Context: an optimization exercise on an open-source flow, tuned for small area, a short achievable clock period and few clock cycles per item. The choices shown serve that exercise and are no tape-out recipe.
In this exercise RTL edits were held to simulation tests only and were not proved equivalent to the original.

== before ==
## srgb_to_xyz_pixel_converter
module srgb_to_xyz_pixel_converter
(
    input  logic   clk,
    input  logic   rst_n,
    input  logic   pix_valid,
    output logic   pix_stall,
    input  srgbxyz_pkg::pixel_t pix,
    output logic   xyz_valid,
    input  logic   xyz_stall,
    output srgbxyz_pkg::xyz_t   xyz
);
    logic        v1, v2, v3;
    logic        adv;
    logic [15:0] lr, lg, lb;
    logic [35:0] ca0, ca0_q;
    logic [36:0] cb0, cb0_q;
    logic [36:0] y0;
    logic r0_t0, r0_t1, r0_t2, r0_t3, r0_t4, r0_t5, r0_t6, r0_t7, r0_t8, r0_t9, r0_t10, r0_t11;
    logic r0_t12, r0_t13, r0_t14, r0_t15, r0_t16, r0_t17, r0_t18, r0_t19, r0_t20, r0_t21, r0_t22, r0_t23;
    logic r0_t24, r0_t25, r0_t26, r0_t27, r0_t28, r0_t29, r0_t30, r0_t31, r0_t32, r0_t33, r0_t34, r0_t35;
    logic r0_t36, r0_t37, r0_t38, r0_t39, r0_t40, r0_t41, r0_t42, r0_t43, r0_t44, r0_t45, r0_t46, r0_t47;
    logic r0_t48, r0_t49, r0_t50, r0_t51, r0_t52, r0_t53, r0_t54, r0_t55, r0_t56, r0_t57, r0_t58, r0_t59;
    logic r0_t60, r0_t61, r0_t62, r0_t63, r0_t64, r0_t65, r0_t66, r0_t67, r0_t68, r0_t69, r0_t70, r0_t71;
    logic r0_t72, r0_t73, r0_t74, r0_t75, r0_t76, r0_t77, r0_t78, r0_t79, r0_t80, r0_t81, r0_t82, r0_t83;
    logic r0_t84, r0_t85, r0_t86, r0_t87, r0_t88, r0_t89, r0_t90, r0_t91, r0_t92, r0_t93, r0_t94, r0_t95;
    logic r0_t96, r0_t97, r0_t98, r0_t99, r0_t100, r0_t101, r0_t102, r0_t103, r0_t104, r0_t105, r0_t106, r0_t107;
    logic r0_t108, r0_t109, r0_t110, r0_t111, r0_t112, r0_t113, r0_t114, r0_t115, r0_t116, r0_t117, r0_t118, r0_t119;
    logic r0_t120, r0_t121, r0_t122, r0_t123, r0_t124, r0_t125, r0_t126, r0_t127, r0_t128, r0_t129, r0_t130, r0_t131;
  ...
For scale: ~4200 cells after synthesis, ~75 I/O pins, about 44000 um2 of cells after synthesis.
Settings: LEC_CHECK=0, CAP_MARGIN=20, CORE_MARGIN=2, CORE_UTILIZATION=40, SLEW_MARGIN=20, SYNTH_HIERARCHICAL=1; clock period 9.0 ns.
run.sh (not shown) runs the stock make flow with config.mk's settings and CLKGATE_MAP_FILE= SYNTH_SCRIPT=/design/flow/synth_recipe.tcl, a recipe that flattens the netlist after the stock synthesis.
before closes out successfully: all stages finished, all timing, DRC and antenna checks passed.
Testbench counts of before, summed over its fixed seeds: cycles 32,024, items 32,000.
Input-level comparison between after and before:
# before
export LEC_CHECK = 0
export CAP_MARGIN = 20
export CORE_MARGIN = 2
export CORE_UTILIZATION = 40
export SLEW_MARGIN = 20
export SYNTH_HIERARCHICAL = 1
create_clock -name core_clock -period 9.0 [get_ports {clk}]
# after
export LEC_CHECK = 0
export CAP_MARGIN = 20
export CORE_MARGIN = 2
export CORE_UTILIZATION = 40
export SETUP_SLACK_MARGIN = 4.5
export SLEW_MARGIN = 20
export SYNTH_HIERARCHICAL = 1
export TNS_END_PERCENT = 100
create_clock -name core_clock -period 9.0 [get_ports {clk}]
Notes after the runs:
- after ended up with a higher layout-stage area growth over the synthesis result than before did.
- Changes observed in after relative to before: die width has remained practically unchanged; design area has increased; wire length has increased.
- Delta(met3 demand-to-capacity share in global routing, after - before) < 0
- Min utilization across after and before: before
- after ends up with higher post-DP HPWL than before does.

srgb_to_xyz_pixel_converter, a different RTL version from the one above (not shown whole).
Size in the first run: about 400 flip-flops, about 75 I/O pins, roughly 0.045 mm^2 of cells after synthesis.
## srgb_to_xyz_pixel_converter
module srgb_to_xyz_pixel_converter
(
    input  logic   clk,
    input  logic   rst_n,
    input  logic   pix_valid,
    output logic   pix_stall,
    input  srgbxyz_pkg::pixel_t pix,
    output logic   xyz_valid,
    input  logic   xyz_stall,
    output srgbxyz_pkg::xyz_t   xyz
);
==> flow/config.mk <==
export PLATFORM = sky130hd
export DESIGN_NAME = srgb_to_xyz_pixel_converter
export DESIGN_NICKNAME = srgb_to_xyz_pixel_converter
export VERILOG_FILES = /design/flow/design.v
export SDC_FILE = /design/flow/constraint.sdc
export NUM_CORES = 4
export LEC_CHECK = 0
export CAP_MARGIN = 20
export CORE_MARGIN = 2
export CORE_UTILIZATION = 40
export SLEW_MARGIN = 20
export SYNTH_HIERARCHICAL = 1
export TNS_END_PERCENT = 100
==> flow/constraint.sdc <==
create_clock -name core_clock -period 9.0 [get_ports {clk}]
set_input_delay 1.8000 -clock core_clock [delete_from_list [all_inputs] [get_ports {clk}]]
set_output_delay 1.8000 -clock core_clock [all_outputs]
set_load 0.01 [all_outputs]
standard.sh (not shown) runs the stock make flow with config.mk's settings and CLKGATE_MAP_FILE= SYNTH_SCRIPT=/design/flow/synth_recipe.tcl, a recipe that flattens the netlist after the stock synthesis.
==> flow/flow/run.sh <==
#!/bin/bash
set -euo pipefail
export SETUP_SLACK_MARGIN=5.5
bash standard.sh > standard.log 2>&1
The baseline finished with timing, DRC and antenna clean.
Testbench counts at the start, summed over its fixed seeds: cycles 32,032, items 32,000.
==> next run, changes <==
==> flow/flow/run.sh (replaced) <==
#!/bin/bash
set -euo pipefail
export SETUP_SLACK_MARGIN=5.7
bash standard.sh > standard.log 2>&1
Outcome:
- The changed run completed with no timing, DRC or antenna violations
- design area goes up by 4.2%
- worst setup slack degrades by 0.013 ns
- area after synthesis stays the same

[separate check: timing with driven ports]
Ports are ideal in the flow. The routed layouts listed here were re-timed in OpenROAD.
Step 1: set_driving_cell puts a clkbuf_16 on clk and a buf_2 on each other input, an assumption about the parent block.
Step 2, shift: input delay + t, output delay - t, t = (earliest + latest rising clock arrival at the registers) / 2. This alone moves slack from input paths to output paths.
a / b / c = no drivers / after step 1 / after step 2; a / b = the first two.
run	t (ns)	setup slack, ns	worst setup path at the end	latest minus earliest clock arrival (ns)
before	0.643	3.080 / 3.127 / 2.483	input to register	0.030 / 0.031
after	0.629	4.430 / 4.470 / 3.841	input to register	0.049 / 0.049
the first run of note 2	0.704	5.506 / 5.443 / 4.981	input to register	0.034 / 0.033
the second run of note 2	0.689	5.493 / 5.493 / 5.125	input to register	0.038 / 0.038
After both steps setup and hold are still met in every run listed. The setup slack of before, which loses most, moves by +0.047 ns with the drivers and by -0.597 ns with both steps.
